Source: an optimization exercise on an open RTL-to-GDS flow (aim: small area, a short achievable clock period and few clock cycles). Production flows keep margins and buffers that such runs may drop. In this exercise RTL edits were held to simulation tests only and were not proved equivalent to the original. Power is estimated from default activity; no workload was simulated.

File: design/flow/flow/run.sh
#!/bin/bash
# The standard layout (standard synthesis, floorplan, placement, CTS, routing), with the
# timing repair aimed at a 4 ns period; the clock and constraints stay the design's 10 ns.
set -euo pipefail
bash standard.sh SETUP_SLACK_MARGIN=6 finish > standard_flow.log 2>&1
File: design/flow/standard.sh
#!/bin/bash
# synth_recipe.tcl (not shown) runs the flow's synth.tcl, then flattens the netlist and writes it again
# the make line also repeats each setting of config.mk as NAME=value (left out here)
make -C /OpenROAD-flow-scripts/flow DESIGN_CONFIG=/design/flow/config.mk WORK_HOME=/design/flow/orfs CLKGATE_MAP_FILE= SYNTH_SCRIPT=/design/flow/synth_recipe.tcl "${@:-finish}"
File: design/flow/config.mk
export PLATFORM = sky130hd
export DESIGN_NAME = triangle_raster_ctrl
export DESIGN_NICKNAME = triangle_raster_ctrl
export VERILOG_FILES = /design/flow/design.v
export SDC_FILE = /design/flow/constraint.sdc
export NUM_CORES = 4
export LEC_CHECK = 0
export CAP_MARGIN = 20
export CORE_MARGIN = 2
export CORE_UTILIZATION = 60
export SLEW_MARGIN = 20
File: design/flow/constraint.sdc
create_clock -name core_clock -period 10.0 [get_ports {clk}]
set_input_delay 2.0000 -clock core_clock [delete_from_list [all_inputs] [get_ports {clk}]]
set_output_delay 2.0000 -clock core_clock [all_outputs]
set_load 0.01 [all_outputs]
File: design/flow/design.v
module triangle_raster_ctrl #(
  parameter int unsigned COORD_W   = 12,
  parameter bit          INCLUSIVE = 1'b1
) (
  input  logic               clk,
  input  logic               rst,
  input  logic               start,
  input  logic [COORD_W-1:0] p1x,
  input  logic [COORD_W-1:0] p1y,
  input  logic [COORD_W-1:0] p2x,
  input  logic [COORD_W-1:0] p2y,
  input  logic [COORD_W-1:0] p3x,
  input  logic [COORD_W-1:0] p3y,
  output logic               busy,
  output logic               out_valid,
  input  logic               out_ready,
  output logic [COORD_W-1:0] out_x,
  output logic [COORD_W-1:0] out_y,
  output logic               done
);
  localparam int DW = 13;   
  localparam int EW = 26;   
  typedef logic [11:0]   coord_t;
  typedef logic [DW-1:0] diff_t;
  typedef logic [EW-1:0] edge_t;
  localparam int SIdle = 0, SSetup = 1, SMul0 = 2, SMul = 3, SFin = 4, SSearch = 5, SReady = 6,
                 SNext = 7, SEnd = 8;
  logic   [8:0] st_q, st_d;
  logic         run_q;            
  logic         bit0_q, bit1_q;   
  logic         done_q;
  logic         emit_q;           
  logic         more_q;           
  diff_t  [2:0] dx_q, dy_q;
  edge_t  [2:0] e_q, r_q;
  coord_t       x_q, y_q, xq_q, yq_q, ymax_q;
  logic   [3:0] cnt_q;
  logic   [1:0] tv_q;
  logic         flat_q;
  logic   [2:0] flt_q;
  logic         left_q;           
  function automatic edge_t sx(input diff_t d);
    sx = {{(EW-DW){d[DW-1]}}, d};
  endfunction
  function automatic edge_t rep(input logic b);
    rep = {EW{b}};
  endfunction
  function automatic edge_t padd(input edge_t a, input edge_t b, input logic ci,
                                 input logic split);
    edge_t g, p, gg, pp, gn, pn;
    g = a & b;
    p = a ^ b;
    gg = g;
    gg[0] = g[0] | (p[0] & ci);
    gg[DW-1] = gg[DW-1] | split;
    pp = p;
    for (int d = 1; d < EW; d = d * 2) begin
      gn = gg;
      pn = pp;
      for (int i = d; i < EW; i++) begin
        gn[i] = gg[i] | (pp[i] & gg[i-d]);
        pn[i] = pp[i] & pp[i-d];
      end
      gg = gn;
      pp = pn;
    end
    padd = p ^ {gg[EW-2:0], ci};
  endfunction
  logic [2:0] inc, dec;
  always_comb begin
    for (int k = 0; k < 3; k++) begin
      dec[k] = dy_q[k][DW-1];
      inc[k] = ~dec[k] & ~flt_q[k];
    end
  end
  function automatic logic [3:0] classify(input logic [2:0] neg, input logic [2:0] inc_i,
                                          input logic [2:0] dec_i, input logic [2:0] flt_i);
    logic ln, rn, zn;
    ln = |(neg & inc_i);
    rn = |(neg & dec_i);
    zn = |(neg & flt_i);
    classify = {~|neg, ln & ~rn & ~zn, rn & ~ln & ~zn, zn | (ln & rn)};
  endfunction
  edge_t [2:0] sum;
  logic [3:0]  cur_cls, nb_cls;
  logic        c_c, c_l, c_r, c_e, n_c, n_l, n_r;
  assign cur_cls = classify({r_q[2][EW-1], r_q[1][EW-1], r_q[0][EW-1]}, inc, dec, flt_q);
  assign {c_c, c_l, c_r, c_e} = cur_cls;
  always_comb begin
    for (int k = 0; k < 3; k++) begin
      sum[k] = padd(r_q[k], st_q[SSearch] ? (sx(dy_q[k]) ^ rep(left_q)) : ~sx(dx_q[k]),
                    st_q[SSearch] ? left_q : 1'b1, 1'b0);
    end
  end
  assign nb_cls = classify({sum[2][EW-1], sum[1][EW-1], sum[0][EW-1]}, inc, dec, flt_q);
  assign n_c    = nb_cls[3];
  assign n_l    = nb_cls[2];
  assign n_r    = nb_cls[1];
  logic        pre_ho;
  edge_t [2:0] ea, eb, esum;
  logic  [2:0] ecin;
  logic        f_set, f_m0, f_m, f_fin;
  assign f_set = st_q[SSetup];
  assign f_m0  = st_q[SMul0];
  assign f_m   = st_q[SMul];
  assign f_fin = st_q[SFin];
  always_comb begin
    for (int k = 0; k < 3; k++) begin
      ea[k]   = (rep(pre_ho) & r_q[k]) | (rep(~pre_ho & ~f_m0 & ~f_m) & e_q[k]);
      eb[k]   = (rep(run_q) & sx(dy_q[k])) | (rep(f_set) & ~e_q[(k+1)%3]);
      ecin[k] = f_set;
    end
    ea[0]   = ea[0] | (rep(f_m) & {e_q[0][EW-2:0], 1'b0});
    ea[1]   = ea[1] | (rep(f_m) & {e_q[1][EW-2:0], 1'b0});
    eb[0]   = eb[0] | (rep(f_m0 & dx_q[0][DW-1]) & ~sx(dy_q[1])) |
              (rep(f_m & bit0_q) & sx(dy_q[1]));
    eb[1]   = eb[1] | (rep(f_m0 & dx_q[1][DW-1]) & sx(dy_q[0])) |
              (rep(f_m) & (bit1_q ? ~sx(dy_q[0]) : '1)) | (rep(f_fin) & e_q[0]);
    ecin[0] = ecin[0] | (f_m0 & dx_q[0][DW-1]);
    ecin[1] = ecin[1] | f_m;
    for (int k = 0; k < 3; k++) esum[k] = padd(ea[k], eb[k], ecin[k], f_set);
  end
  logic   ax, bx, cx, ay, by, cy;
  logic   flat;
  coord_t vx0, vx1, vx2, vy0, vy1, vy2;
  coord_t xmax_s, ymin_s, ymax_s, xtop_s;
  logic [1:0] top_s;
  assign vx0 = e_q[0][EW-2 -: 12];
  assign vx1 = e_q[1][EW-2 -: 12];
  assign vx2 = e_q[2][EW-2 -: 12];
  assign vy0 = e_q[0][11:0];
  assign vy1 = e_q[1][11:0];
  assign vy2 = e_q[2][11:0];
  assign ax  = dx_q[0][DW-1];
  assign bx  = dx_q[1][DW-1];
  assign cx  = dx_q[2][DW-1];
  assign ay  = dy_q[0][DW-1];
  assign by  = dy_q[1][DW-1];
  assign cy  = dy_q[2][DW-1];
  assign flat = ~ay & ~by & ~cy;
  logic [2:0] dz;
  logic       ly0, ly1, ly2;
  always_comb begin
    for (int k = 0; k < 3; k++) dz[k] = (dy_q[k] == '0);
  end
  assign ly0 = ay | (dz[0] & ax);
  assign ly1 = by | (dz[1] & bx);
  assign ly2 = cy | (dz[2] & cx);
  always_comb begin
    xmax_s = vx0;
    if (ax & ~bx) xmax_s = vx1;
    else if (bx & ~cx) xmax_s = vx2;
    ymin_s = vy0;
    top_s  = 2'd0;
    xtop_s = vx0;
    if (ly1 & ~ly0) begin
      ymin_s = vy1;
      top_s  = 2'd1;
      xtop_s = vx1;
    end else if (ly2 & ~ly1) begin
      ymin_s = vy2;
      top_s  = 2'd2;
      xtop_s = vx2;
    end
    ymax_s = vy0;
    if (ay & ~by) ymax_s = vy1;
    else if (by & ~cy) ymax_s = vy2;
  end
  logic [3:0] nstart;
  always_comb begin
    nstart = 4'd0;
    for (int i = 0; i < DW - 1; i++) begin
      if ((dx_q[0][i] != dx_q[0][DW-1]) || (dx_q[1][i] != dx_q[1][DW-1])) nstart = i[3:0] + 4'd1;
    end
  end
  logic   q_last, row_done, handoff, take, s_found, s_empty;
  coord_t x_d;
  assign q_last   = (yq_q == ymax_q);
  assign pre_ho   = st_q[SReady] && !(emit_q && more_q);
  assign handoff  = pre_ho && (!emit_q || out_ready);
  assign take     = emit_q && out_ready;
  assign row_done = !emit_q || (out_ready && !more_q);
  assign x_d      = pre_ho ? xq_q : x_q + 12'd1;
  assign s_found  = c_c ? !n_c : (c_l && n_c);
  assign s_empty  = c_e || !(n_c || (c_l ? n_l : n_r));
  logic neg, idle_go;
  assign neg     = esum[1][EW-1] && !flat_q;
  assign idle_go = start && !done_q;
  always_comb begin
    st_d = '0;
    st_d[SIdle]   = (st_q[SIdle] && !idle_go) || (st_q[SFin] && neg) || (st_q[SEnd] && row_done);
    st_d[SSetup]  = st_q[SIdle] && idle_go;
    st_d[SMul0]   = st_q[SSetup];
    st_d[SMul]    = (st_q[SMul0] && nstart != 4'd0) || (st_q[SMul] && cnt_q != 4'd0);
    st_d[SFin]    = (st_q[SMul0] && nstart == 4'd0) || (st_q[SMul] && cnt_q == 4'd0);
    st_d[SSearch] = (st_q[SSearch] && !s_found && !s_empty) ||
                    (st_q[SReady] && handoff && !q_last) || st_q[SNext];
    st_d[SReady]  = (st_q[SFin] && !neg) || (st_q[SSearch] && s_found) ||
                    (st_q[SReady] && !handoff);
    st_d[SNext]   = st_q[SSearch] && !s_found && s_empty && !q_last;
    st_d[SEnd]    = (st_q[SSearch] && !s_found && s_empty && q_last) ||
                    (st_q[SReady] && handoff && q_last) || (st_q[SEnd] && !row_done);
  end
  always_ff @(posedge clk) begin
    if (rst) begin
      st_q   <= 9'd1 << SIdle;
      run_q  <= 1'b0;
      done_q <= 1'b0;
      emit_q <= 1'b0;
    end else begin
      st_q   <= st_d;
      run_q  <= st_d[SSearch] | st_d[SReady] | st_d[SNext] | st_d[SEnd];
      done_q <= (st_q[SFin] && neg) || (st_q[SEnd] && row_done);
      if (!emit_q || out_ready) emit_q <= handoff || (emit_q && more_q);
    end
  end
  always_ff @(posedge clk) begin
    left_q <= ~n_l;
    case (1'b1)
      st_q[SIdle]: begin
        e_q[0] <= {1'b0, p1x, 1'b0, p1y};
        e_q[1] <= {1'b0, p2x, 1'b0, p2y};
        e_q[2] <= {1'b0, p3x, 1'b0, p3y};
      end
      st_q[SSetup]: begin
        for (int k = 0; k < 3; k++) begin
          dx_q[k] <= esum[k][EW-1:DW];
          dy_q[k] <= esum[k][DW-1:0];
        end
      end
      st_q[SMul0]: begin
        e_q[0] <= esum[0];
        e_q[1] <= esum[1];
        cnt_q  <= nstart - 4'd1;
        bit0_q <= dx_q[0][nstart - 4'd1];
        bit1_q <= dx_q[1][nstart - 4'd1];
        for (int k = 0; k < 3; k++) flt_q[k] <= dz[k] && !(flat && k == 0);
        if (flat) begin
          dx_q[0] <= {1'b0, xmax_s};
          dy_q[0] <= 13'd1;
        end
        xq_q   <= xtop_s;
        yq_q   <= ymin_s;
        ymax_q <= ymax_s;
        tv_q   <= top_s;
        flat_q <= flat;
      end
      st_q[SMul]: begin
        e_q[0] <= esum[0];
        e_q[1] <= esum[1];
        cnt_q  <= cnt_q - 4'd1;
        bit0_q <= dx_q[0][cnt_q - 4'd1];
        bit1_q <= dx_q[1][cnt_q - 4'd1];
      end
      st_q[SFin]: begin
        r_q[0] <= (tv_q == 2'd2 && !flat_q) ? esum[1] : '0;
        r_q[1] <= (tv_q == 2'd0 && !flat_q) ? esum[1] : '0;
        r_q[2] <= (tv_q == 2'd1 && !flat_q) ? esum[1] : '0;
        left_q <= 1'b1;
      end
      st_q[SSearch]: begin
        if (c_c ? n_c : 1'b1) begin
          r_q  <= sum;
          xq_q <= left_q ? xq_q - 12'd1 : xq_q + 12'd1;
        end
      end
      st_q[SNext]: begin
        r_q  <= sum;
        yq_q <= yq_q + 12'd1;
      end
      st_q[SReady]: begin
        if (handoff) begin
          r_q  <= sum;
          yq_q <= yq_q + 12'd1;
        end
      end
      default: ;
    endcase
    if (handoff || take) begin
      e_q    <= esum;
      x_q    <= x_d;
      more_q <= ~(esum[0][EW-1] | esum[1][EW-1] | esum[2][EW-1]) &&
                !(flat_q && (x_d == dx_q[0][11:0]));
    end
    if (handoff) y_q <= yq_q;
  end
  assign busy      = !st_q[SIdle] || done_q;
  assign out_valid = emit_q;
  assign done      = done_q;
  assign out_x     = x_q;
  assign out_y     = y_q;
endmodule
==> results of run 1 <==
worst max path at each step:
stage | to | slack (ps) | from | cells past startpoint
after floorplan | r_q[0] | 5540 | left_q | 16
after global routing | r_q[77] | 5550 | left_q | 18
after detailed placement | r_q[57] | 4120 | left_q | 14
final | r_q[60] | 5610 | left_q | 18
after CTS | r_q[76] | 5720 | dx_q[25] | 15
after global placement | r_q[64] | 4180 | left_q | 14
critical path, stage by stage, from the launching register on:
cell,delay [ps]
dfxtp_4,400
buf_12,160
buf_4,150
xnor2_2,220
mux2i_4,130
ha_1,330
a211oi_2,330
o21ai_2,170
a22oi_2,270
a31oi_4,160
a22o_2,260
or2_4,270
a211oi_4,250
nand2b_4,180
mux2_4,150
o211a_4,200
buf_12,170
buf_12,130
buf_16,130
placed cells by master, fill, tap and decap left out, types with 23 or more instances in the layout:
master,netlist,routed
xnor2_1,144,121
buf_16,0,24
o21ai_0,214,185
edfxtp_1,307,307
nand2b_1,30,28
nor2_1,129,123
nand2_1,372,364
nor3_1,43,37
inv_1,110,103
nand3_1,80,73
ha_4,0,31
clkbuf_16,0,46
buf_4,3,147
xor2_1,104,94
and3_1,65,62
buf_6,3,39
buf_12,0,25
a221o_1,74,73
ha_1,157,112
o22ai_1,82,77
a21oi_2,2,24
o211ai_1,45,45
a21oi_1,158,130
nor2b_1,29,27
clkdlybuf4s50_1,0,102
a21o_1,43,43
mux2i_1,87,75
and2_1,27,23
routing by layer:
metal | vias to the layer above | global-route usage, % | part of all wire (%)
met5 | - | 3.11 | 0.24
met4 | 12 | 23.9 | 6.2
met3 | 558 | 18.9 | 17
met2 | 2243 | 69.0 | 42
met1 | 12534 | 60.9 | 35
li1 | 11091 | - | -
cell families (layout without fill, tap and decap cells):
kind of cell	after synthesis	in the layout
other	0	4
AOI/OAI and AO/OA	844	844
and+or+nand+nor	857	861
DFF	320	320
buffers and inverters	268	544
xor gates and xnor gates	250	250
adders and majority gates	170	170
muxes	117	117
per-stage QoR:
step | power (mW) | setup slack [ps] | instance area, µm²
after detailed placement | 2.76 | 4120 | 27500
after CTS | 4.37 | 5720 | 32100
after global placement | 2.74 | 4180 | 27500
after floorplan | 2.38 | 5540 | 26200
final | 4.58 | 5610 | 33500
after global routing | 4.67 | 5550 | 33500
sequential cells by signal, indices dropped and copies added (netlist names), 2 cells and up:
name    count
dy_q       39
x_q        12
ymax_q     12
flt_q       3
dx_q       39
tv_q        2
yq_q       12
cnt_q       4
st_q        9
xq_q       12
e_q        78
r_q        78
y_q        12
power by group through the flow:
stage	logic, mW	registers (mW)	clock network, mW
finish	1.39	1.73	1.47
global route	1.45	1.72	1.51
CTS	1.21	1.71	1.45
detailed placement	1.02	1.74	0
global placement	1.00	1.74	0
floorplan	0.731	1.65	0
final cells by class:
cell class | count | area [µm²] | share of cell area [%]
diodes | 4 | 10.0 | 0.0299
inverters | 113 | 448 | 1.34
well taps | 585 | 732 | 2.18
repair inverters | 1 | 6.26 | 0.0187
clock inverters | 24 | 229 | 0.683
flip-flops and latches | 320 | 9510 | 28.4
repair buffers | 360 | 4290 | 12.8
multi-input cells | 2242 | 17300 | 51.5
clock buffers | 46 | 1020 | 3.05
what timing repair did:
action,in CTS,in global routing
resized for setup,272,170
endpoints found under the setup margin,283,220
hold buffers,0,0
pin swaps,90,68
buffers inserted,130,62
gates cloned,32,7
==> impl_metrics.yaml, run 1 <==
yosys:
  synth.area.top_cells: "edfxtp_1 (36%), ha_1 (7.6%), nand2_1 (5.4%)"
  synth_xor_area_share_pct: 8.50
  synth_top_cell_by_area: "edfxtp_1"
  ys_async_sr_fraction_pct: 0
  synth-compound-area-share_pct: 21.7
  ys.flop_type: "edfxtp_1"
  muxShareOfSynthArea_pct: 4.92
  synth-seq-area-share_pct: 36.5
  synth.most_common_cell: "nand2_1"
  avgSynthCellArea_um2: 9.18
  synth.yosys.warnings: 1
  ys_seq_elements: 320
  netlist_area_mm2: 0.0259
  yosysTopAreaCellShare_pct: 35.5
  synth_top_family_by_area: "compound AO/OA/AOI/OAI gates"
  synthSimpleGateAreaFrac_pct: 15.5
  syn_nets: 3072
  synth.distinct_cells: 94
  synth_edf_count: 307
  yosys.area_share.adder_pct: 8.58
  syn-instance-count: 2826
  synth_common_cells: "nand2_1 (372), edfxtp_1 (307), o21ai_0 (214), a21oi_1 (158), ha_1 (157)"
timing:
  timing.setup.tns_ps: 0
  slew-limit-headroom_pct: 27.9
  hold_violations: 0
  setup_viol: 0
  skew_ps: 37.3
  fmax_ghz: 0.228
  timing.final.crit_share_pct: 43.9
  drv_slew: 0
  tightest_slew_ps: 1080
  rsz0062_at_grt: "yes"
  worst_hold_slack_ps: 529
  fin_crit_ps: 4390
cells_and_area:
  syn_to_final_growth_pct: 29.2
  stdcell_count: 3695
  fillers: 2776
  drive_above_1_share_pct: 20.6
  num-nets-final: 3323
  post-route-util_pct: 78.1
pwr:
  power.density_mw_per_mm2: 137
  switching_share_pct: 34.8
  power.leakage_nw: 13.0
  switchingPower_mw: 1.60
  comb_power_share_pct: 30.2
  ir_drop_uv: 139
  p_int_mw: 2.99
  pwr-share-clk_pct: 32.0
  seqPwrFrac_pct: 37.7
worst_setup_path:
  path_class: "reg2reg"
  worstSetupStartpointType: "flop"
  critPathMaxFanout: 7
  timing.rr.end: "r_q[60]"
  endpoint_kind: "flop"
  r2r_slack_ps: 5610
  crit_arrival_ps: 4680
  cp_data_required_time_ps: 10290
  ff2ff_path_depth: 18
  r2r-start: "left_q"
min_path:
  min_path_cells: 0
  hold_end: "y_q[11]"
  hp-class: "reg2reg"
  hp-start: "yq_q[11]"
global_routing:
  grt_start_max_net_pins: 70
  grt_pass1_vias: 24649
  grt_overflow: 0
  antenna_found_initial: 8
  grt_pass1_wl_mm: 156
  grt.total_usage_pct: 47.5
route:
  drtIter0Drc: 4711
  routed_via_density: 7.16
  wl_per_cell_um: 30.0
  drc: 0
  wl_mm: 111
  antenna_left: 0
  num_vias: 26438
  drt_pass1_iterations: 9
floorplanning:
  die_area_mm2: 0.0449
  io_pins: 103
  coreArea_mm2: 0.0429
  fp-row-count: 76
  start_util_pct: 60.5
  fp.dieW_um: 212
  fp.dieH_um: 212
clock_network:
  cts_root_buf: "clkbuf_16"
  cts_tree: "yes"
  cts_sinks: 320
  cts_buffer_depth: 3
  htreeDepth: 2
  cts_made_buffers: 39
  clk_pin_slew_worst_paths_ps: 70
  clk_latency_ps: 610
placement:
  hpwl_mm: 68.1
  portBuffers: 102
  dp.cells: 3390
  gp_congestion: 0.960
outcome:
  status: "complete, no violations"
job:
  drv_cap: 0
Testbench counts, summed over its fixed seeds: cycles 24,451.
==> run 2: changes to the inputs <==
--- a/design/flow/design.v
+++ b/design/flow/design.v
@@ -33,7 +33,7 @@
   logic         more_q;           
   diff_t  [2:0] dx_q, dy_q;
   edge_t  [2:0] e_q, r_q;
-  coord_t       x_q, y_q, xq_q, yq_q, ymax_q;
+  coord_t       x_q, xq_q, yq_q, ymax_q;
   logic   [3:0] cnt_q;
   logic   [1:0] tv_q;
   logic         flat_q;
@@ -194,10 +194,10 @@
     st_d[SMul]    = (st_q[SMul0] && nstart != 4'd0) || (st_q[SMul] && cnt_q != 4'd0);
     st_d[SFin]    = (st_q[SMul0] && nstart == 4'd0) || (st_q[SMul] && cnt_q == 4'd0);
     st_d[SSearch] = (st_q[SSearch] && !s_found && !s_empty) ||
-                    (st_q[SReady] && handoff && !q_last) || st_q[SNext];
+                    (st_q[SReady] && handoff && !q_last) || (st_q[SNext] && !emit_q);
     st_d[SReady]  = (st_q[SFin] && !neg) || (st_q[SSearch] && s_found) ||
                     (st_q[SReady] && !handoff);
-    st_d[SNext]   = st_q[SSearch] && !s_found && s_empty && !q_last;
+    st_d[SNext]   = (st_q[SSearch] && !s_found && s_empty && !q_last) || (st_q[SNext] && emit_q);
     st_d[SEnd]    = (st_q[SSearch] && !s_found && s_empty && q_last) ||
                     (st_q[SReady] && handoff && q_last) || (st_q[SEnd] && !row_done);
   end
@@ -265,8 +265,10 @@
         end
       end
       st_q[SNext]: begin
-        r_q  <= sum;
-        yq_q <= yq_q + 12'd1;
+        if (!emit_q) begin
+          r_q  <= sum;
+          yq_q <= yq_q + 12'd1;
+        end
       end
       st_q[SReady]: begin
         if (handoff) begin
@@ -282,11 +284,10 @@
       more_q <= ~(esum[0][EW-1] | esum[1][EW-1] | esum[2][EW-1]) &&
                 !(flat_q && (x_d == dx_q[0][11:0]));
     end
-    if (handoff) y_q <= yq_q;
   end
   assign busy      = !st_q[SIdle] || done_q;
   assign out_valid = emit_q;
   assign done      = done_q;
   assign out_x     = x_q;
-  assign out_y     = y_q;
+  assign out_y     = yq_q - 12'd1;
 endmodule
==> impl_metrics.yaml, run 2 <==
outcome:
  status: "complete, no violations"
yosys:
  syn_nets: 3066
  yosysTopAreaCellShare_pct: 34.7
  ys_seq_elements: 308
  yosys.area_share.adder_pct: 8.77
  synth.area.top_cells: "edfxtp_1 (35%), ha_1 (7.8%), nand2_1 (5.7%)"
  synth.distinct_cells: 87
  synth_edf_count: 295
  avgSynthCellArea_um2: 9.05
  ys_async_sr_fraction_pct: 0
  muxShareOfSynthArea_pct: 4.86
  synthSimpleGateAreaFrac_pct: 16.3
  synth.most_common_cell: "nand2_1"
  synth.yosys.warnings: 1
  syn-instance-count: 2819
  ys.flop_type: "edfxtp_1"
  synth-seq-area-share_pct: 35.8
  synth_xor_area_share_pct: 8.75
  synth_top_cell_by_area: "edfxtp_1"
  netlist_area_mm2: 0.0255
  synth_common_cells: "nand2_1 (387), edfxtp_1 (295), o21ai_0 (200), ha_1 (158), nor2_1 (150)"
  synth-compound-area-share_pct: 21.5
  synth_top_family_by_area: "compound AO/OA/AOI/OAI gates"
clock_network:
  cts_sinks: 308
  clk_pin_slew_worst_paths_ps: 60
  cts_buffer_depth: 3
  cts_root_buf: "clkbuf_16"
  htreeDepth: 2
  cts_tree: "yes"
  clk_latency_ps: 580
  cts_made_buffers: 38
route:
  drc: 0
  drtIter0Drc: 4281
  antenna_left: 0
  drt_pass1_iterations: 9
  wl_per_cell_um: 29.6
  num_vias: 26657
  routed_via_density: 7.26
  wl_mm: 109
placement:
  portBuffers: 102
  place_ws_ps: 4120
  placed_cell_area_mm2: 0.0271
  hpwl_mm: 66.2
  gp_congestion: 1.03
worst_setup_path:
  path_class: "reg2reg"
  crit_slowest_cell: "edfxtp_1"
  critPathMaxFanout: 6
  r2r-start: "more_q"
  worstSetupStartpointType: "flop"
  crit_arrival_ps: 4720
  crit_start: "more_q"
  endpoint_kind: "flop"
  max_stage_delay_ps: 530
  cp_data_required_time_ps: 10270
  crit_chain: "nand2_2, nand2_8, buf_12, buf_12, clkbuf_16, and3_1, a221o_1, ha_4, a21o_1, nand2_1, nand2_1, nor4_4, o21ai_2, a311o_1, a21oi_4, xor2_4, o22ai_1"
timing:
  timing.final.crit_share_pct: 44.6
  drv_slew: 0
  worst_hold_slack_ps: 612
  setup_viol: 0
  fin_crit_ps: 4460
  hold_violations: 0
  fmax_ghz: 0.224
  skew_ps: 33.9
  setup_slack_ps: 5540
  tightest_slew_ps: 1160
  rsz0062_at_grt: "yes"
  slew-limit-headroom_pct: 21.8
  timing.setup.tns_ps: 0
pwr:
  power.leakage_nw: 13.1
  power.density_mw_per_mm2: 138
  ir_drop_uv: 144
floorplanning:
  start_util_pct: 60.8
  fp-row-count: 75
  fp.dieW_um: 210
  die_area_mm2: 0.0442
  coreArea_mm2: 0.0419
  io_pins: 103
  fp.dieH_um: 210
cells_and_area:
  final_cell_mix: "nand2_1 (366), edfxtp_1 (295), buf_4 (180)"
  largestRegisters: "e_q: 78 flops, r_q: 78 flops"
  post-route-util_pct: 79.8
  final_area_mm2: 0.0335
  final_common_cell: "nand2_1"
  drive_above_1_share_pct: 22.6
  syn_to_final_growth_pct: 31.2
  num-nets-final: 3346
global_routing:
  grt_start_max_net_pins: 70
  grt.total_usage_pct: 45.5
  grt_pass1_vias: 23969
  antenna_found_initial: 10
  grt_overflow: 0
  grt_pass1_wl_mm: 149
job:
  drv_cap: 0
min_path:
  hp-class: "reg2reg"
  hp-start: "st_q[7]"
==> run 2: changes by cell type in the layout (fill, tap and decap cells not counted), sizes merged, moves of 8 or more <==
cell           before  now
nand3              80   63
o21ai             221  202
clkdlybuf4s50     102   91
a21oi             160  137
nand2             372  387
nor3               44   52
buf               243  284
edfxtp            307  295
a221o              74   85
and3               65   76
nor2              130  151
o22ai              82   70
==> run 2: area by class of cell <==
type                            count  area [µm²]
Clock inverter                     20         229
Timing Repair inverter              1        8.76
Sequential cell                   308        9140
Multi-Input combinational cell   2247       17700
Tap cell                          539         674
Fill cell                        2617        8490
Antenna cell                        5        12.5
Clock buffer                       48        1010
Timing Repair Buffer              392        4260
Inverter                          111         443
==> run 2: where the power goes <==
part / total (mW) / internal [mW] / leakage (nW) / switching [mW]
sequential: 1.67 / 1.52 / 2.88 / 0.156
combinational: 1.50 / 0.639 / 9.62 / 0.856
clock: 1.43 / 0.844 / 0.604 / 0.589
==> run 2: layer usage <==
| layer | GRT usage [%] | vias to the layer above | part of all wire [%] |
|---|---|---|---|
| met5 | 0 | - | 0.12 |
| met4 | 22.2 | 16 | 6.9 |
| met3 | 16.8 | 623 | 16 |
| met2 | 67.5 | 2372 | 42 |
| met1 | 58.8 | 12549 | 35 |
| li1 | - | 11097 | - |
==> run 2: critical path, delay by kind of cell, from the launching register on <==
kind | cells | cell delay [ps]
fa+ha+maj | 1 | 280
flops | 1 | 530
simple gates | 6 | 1110
buf+inv | 3 | 420
compound gates | 6 | 1450
xor+xnor | 1 | 350
==> run 2: path summary, 6_finish.rpt <==
| kind | to | slack (ps) | cells after the start |
|---|---|---|---|
| max | r_q[76] | 5540 | 17 |
| min | st_q[7] | 610 | 2 |
| max reg2reg | r_q[76] | 5540 | 17 |
| min reg2reg | st_q[7] | 610 | 2 |
==> run 2: cells by family (layout without fill, tap and decap cells) <==
group	count (synthesis)	in the layout
buf+inv	268	572
xor+xnor	254	254
mux	112	113
other cells	0	5
simple gates	898	899
compound gates	808	810
flops	308	308
fa+ha+maj	171	171
==> run 2: through the flow <==
stage | instances | total power [mW]
final | 3671 | 4.60
after global routing | 3666 | 4.68
after CTS | 3560 | 4.30
after detailed placement | 3333 | 2.71
after global placement | 3333 | 2.69
after floorplan | 2819 | 2.33
==> run 2: what timing repair did <==
action | in CTS | in global routing
setup buffers | 139 | 98
pin swaps | 105 | 117
gates cloned | 20 | 8
gates resized for setup | 274 | 235
hold buffers | 0 | 0
endpoints found under the setup margin | 326 | 256
Testbench counts of run 2, summed over its fixed seeds: cycles 24,451.
==> run 3: changes to the inputs <==
--- a/design/flow/config.mk
+++ b/design/flow/config.mk
@@ -7,5 +7,5 @@
 export LEC_CHECK = 0
 export CAP_MARGIN = 20
 export CORE_MARGIN = 2
-export CORE_UTILIZATION = 60
+export CORE_UTILIZATION = 50
 export SLEW_MARGIN = 20
==> impl_metrics.yaml, run 3 <==
clock_network:
  cts_hold_buf: 0
  clk_latency_ps: 580
  cts_root_buf: "clkbuf_16"
  htreeDepth: 2
  cts_made_buffers: 40
  clk_pin_slew_worst_paths_ps: 60
  cts_buffer_depth: 3
  cts_tree: "yes"
  cts_sinks: 308
pwr:
  power.leakage_nw: 13.3
  seqPwrFrac_pct: 36.0
  power.density_mw_per_mm2: 138
  ir_drop_uv: 107
  total_power_mw: 4.64
  pwr-share-clk_pct: 32.8
  switchingPower_mw: 1.60
  switching_share_pct: 34.5
  p_int_mw: 3.04
  comb_power_share_pct: 31.2
yosys:
  synth_top_cell_by_area: "edfxtp_1"
  synth-seq-area-share_pct: 35.8
  synth_common_cells: "nand2_1 (387), edfxtp_1 (295), o21ai_0 (200), ha_1 (158), nor2_1 (150)"
  yosysTopAreaCellShare_pct: 34.7
  ys.flop_type: "edfxtp_1"
  ys_async_sr_fraction_pct: 0
  synth.most_common_cell: "nand2_1"
  netlist_area_mm2: 0.0255
  synth.distinct_cells: 87
  syn_nets: 3066
  synth.area.top_cells: "edfxtp_1 (35%), ha_1 (7.8%), nand2_1 (5.7%)"
  ys_seq_elements: 308
  syn-instance-count: 2819
  synth_edf_count: 295
  synth.yosys.warnings: 1
  avgSynthCellArea_um2: 9.05
placement:
  hpwl_mm: 70.9
  dp.cells: 3472
  gp_congestion: 0.988
  portBuffers: 102
  placed_cell_area_mm2: 0.0274
floorplanning:
  fp-row-count: 82
  fp.dieH_um: 230
  fp.dieW_um: 230
  io_pins: 103
  die_area_mm2: 0.0528
  start_util_pct: 50.7
  coreArea_mm2: 0.0503
timing:
  hold_violations: 0
  drv_slew: 0
  rsz0062_at_grt: "yes"
  fin_crit_ps: 4280
  slew-limit-headroom_pct: 19.0
  tightest_slew_ps: 1210
  timing.setup.tns_ps: 0
  skew_ps: 13.6
  timing.final.crit_share_pct: 42.8
  setup_viol: 0
  fmax_ghz: 0.234
worst_setup_path:
  endpoint_kind: "flop"
  path_class: "reg2reg"
  crit_chain: "buf_6, buf_12, buf_16, xnor2_1, mux2i_1, ha_1, nand3_1, nor2_2, a211oi_4, o31a_1, o31a_1, xor2_2, or3_4, a31oi_4, o211a_4, buf_4, buf_6, buf_12"
  worst-path-buf-inv: 6
  cp_data_required_time_ps: 10280
  worstSetupStartpointType: "flop"
  critPathMaxFanout: 12
  crit_arrival_ps: 4560
  cp_top_family: "compound AO/OA/AOI/OAI gates"
  crit_slowest_cell: "or3_4"
  max_stage_delay_ps: 400
cells_and_area:
  num-nets-final: 3372
  final_area_mm2: 0.0337
  final_common_cell: "nand2_1"
  drive_above_1_share_pct: 23.1
  largestRegisters: "e_q: 78 flops, r_q: 78 flops"
  stdcell_count: 3826
  fillers: 4013
  syn_to_final_growth_pct: 32.2
  diodes: 0
  final_cell_mix: "nand2_1 (378), edfxtp_1 (295), buf_4 (220)"
global_routing:
  grt_pass1_vias: 23683
  grt_start_max_net_pins: 56
  grt_pass1_wl_mm: 155
  antenna_found_initial: 3
  grt_overflow: 0
  grt.total_usage_pct: 39.6
route:
  drt_pass1_iterations: 8
  wl_per_cell_um: 28.6
  drc: 0
  routed_via_density: 6.69
  num_vias: 25606
  drtIter0Drc: 3453
  antenna_left: 0
  wl_mm: 110
min_path:
  hp-class: "reg2reg"
outcome:
  status: "complete, no violations"
job:
  drv_cap: 0
[run 3: worst paths after layout]
kind	from	endpoint	slack, ps	depth (start not counted)
max	left_q	r_q[54]	5720	18
min	done_q	st_q[1]	550	2
max reg2reg	left_q	r_q[54]	5720	18
min reg2reg	done_q	st_q[1]	550	2
[run 3: repair_timing]
action / CTS / global route
resized for setup: 265 / 218
pin swaps: 96 / 121
buffers inserted: 143 / 112
endpoints found under the hold margin: 0 / 0
endpoints found under the setup margin: 332 / 215
gates cloned: 22 / 6
[run 3: kinds of logic after synthesis]
group,share of synthesized area [%]
buffers and inverters,4.06
AO/OA/AOI/OAI,21.5
flip-flops,35.8
XOR/XNOR,8.75
multiplexers,4.86
adder cells (fa/ha/maj),8.77
AND/OR/NAND/NOR,16.3
[run 3: per-layer routing]
layer / vias up / wire length, µm / global-route usage [%]
met5: - / 13 / 0
met4: 2 / 5490 / 17.0
met3: 345 / 15100 / 10.8
met2: 1711 / 47100 / 58.8
met1: 12412 / 41900 / 54.2
li1: 11136 / - / -
[run 3: area by class of cell]
type	instances	area (µm²)	share of cell area (%)
Tap cell	672	841	2.49
Clock inverter	23	265	0.787
Inverter	111	430	1.28
Timing Repair Buffer	415	4380	13.0
Clock buffer	48	1070	3.18
Sequential cell	308	9140	27.1
Multi-Input combinational cell	2249	17600	52.1
[run 3: power groups by stage]
stage / Clock (mW) / Combinational (mW) / Sequential, mW
detailed placement: 0 / 1.04 / 1.69
global route: 1.57 / 1.52 / 1.67
finish: 1.52 / 1.45 / 1.67
global placement: 0 / 1.03 / 1.69
CTS: 1.53 / 1.25 / 1.66
floorplan: 0 / 0.738 / 1.59
[run 3: worst reg2reg max path: stages, from the launching register on]
cell and delay [ps]:
dfxtp_4 380, buf_6 130, buf_12 130, buf_16 150, xnor2_1 210, mux2i_1 140, ha_1 380, nand3_1 100
nor2_2 160, a211oi_4 70, o31a_1 330, o31a_1 370, xor2_2 200, or3_4 400, a31oi_4 190, o211a_4 260
buf_4 140, buf_6 100, buf_12 140
[run 3: per-stage QoR]
stage	util [%]	setup WS (ps)	hold slack (ps)
final	67.0	5720	551
after CTS	63.0	5690	553
after global placement	54.4	4060	529
after floorplan	-	5730	513
after global routing	67.0	5640	601
after detailed placement	54.4	3920	536

-- what the ideal ports hide --
How much do the figures lean on ideal ports? The routed layouts below were timed once more, with nothing changed but the port constraints.
Step 1: set_driving_cell puts a clkbuf_16 on clk and a buf_2 on each other input, an assumption about the parent block.
Step 2 moves the port delays by t, midway between the first and last clock arrival at a register: inputs arrive t later, outputs are due t later. That takes back most of the time a late clock gives input paths.
Slacks: ideal / step 1 / step 2; pairs: ideal / step 1.
run | shift t [ns] | slack for setup (ns) | hold slack, ns | pins driven straight from the clock port
run 1 | 0.649 | 5.611 / 5.611 / 5.312 | 0.529 / 0.529 / 0.529 | 1
run 2 | 0.627 | 5.542 / 5.542 / 5.327 | 0.612 / 0.612 / 0.612 | 1
run 3 | 0.633 | 5.721 / 5.721 / 5.329 | 0.551 / 0.551 / 0.551 | 1
After both steps every run listed still meets setup and hold. The setup slack of run 3, which loses most, moves by 0.000 ns with the drivers and by -0.392 ns with both steps.
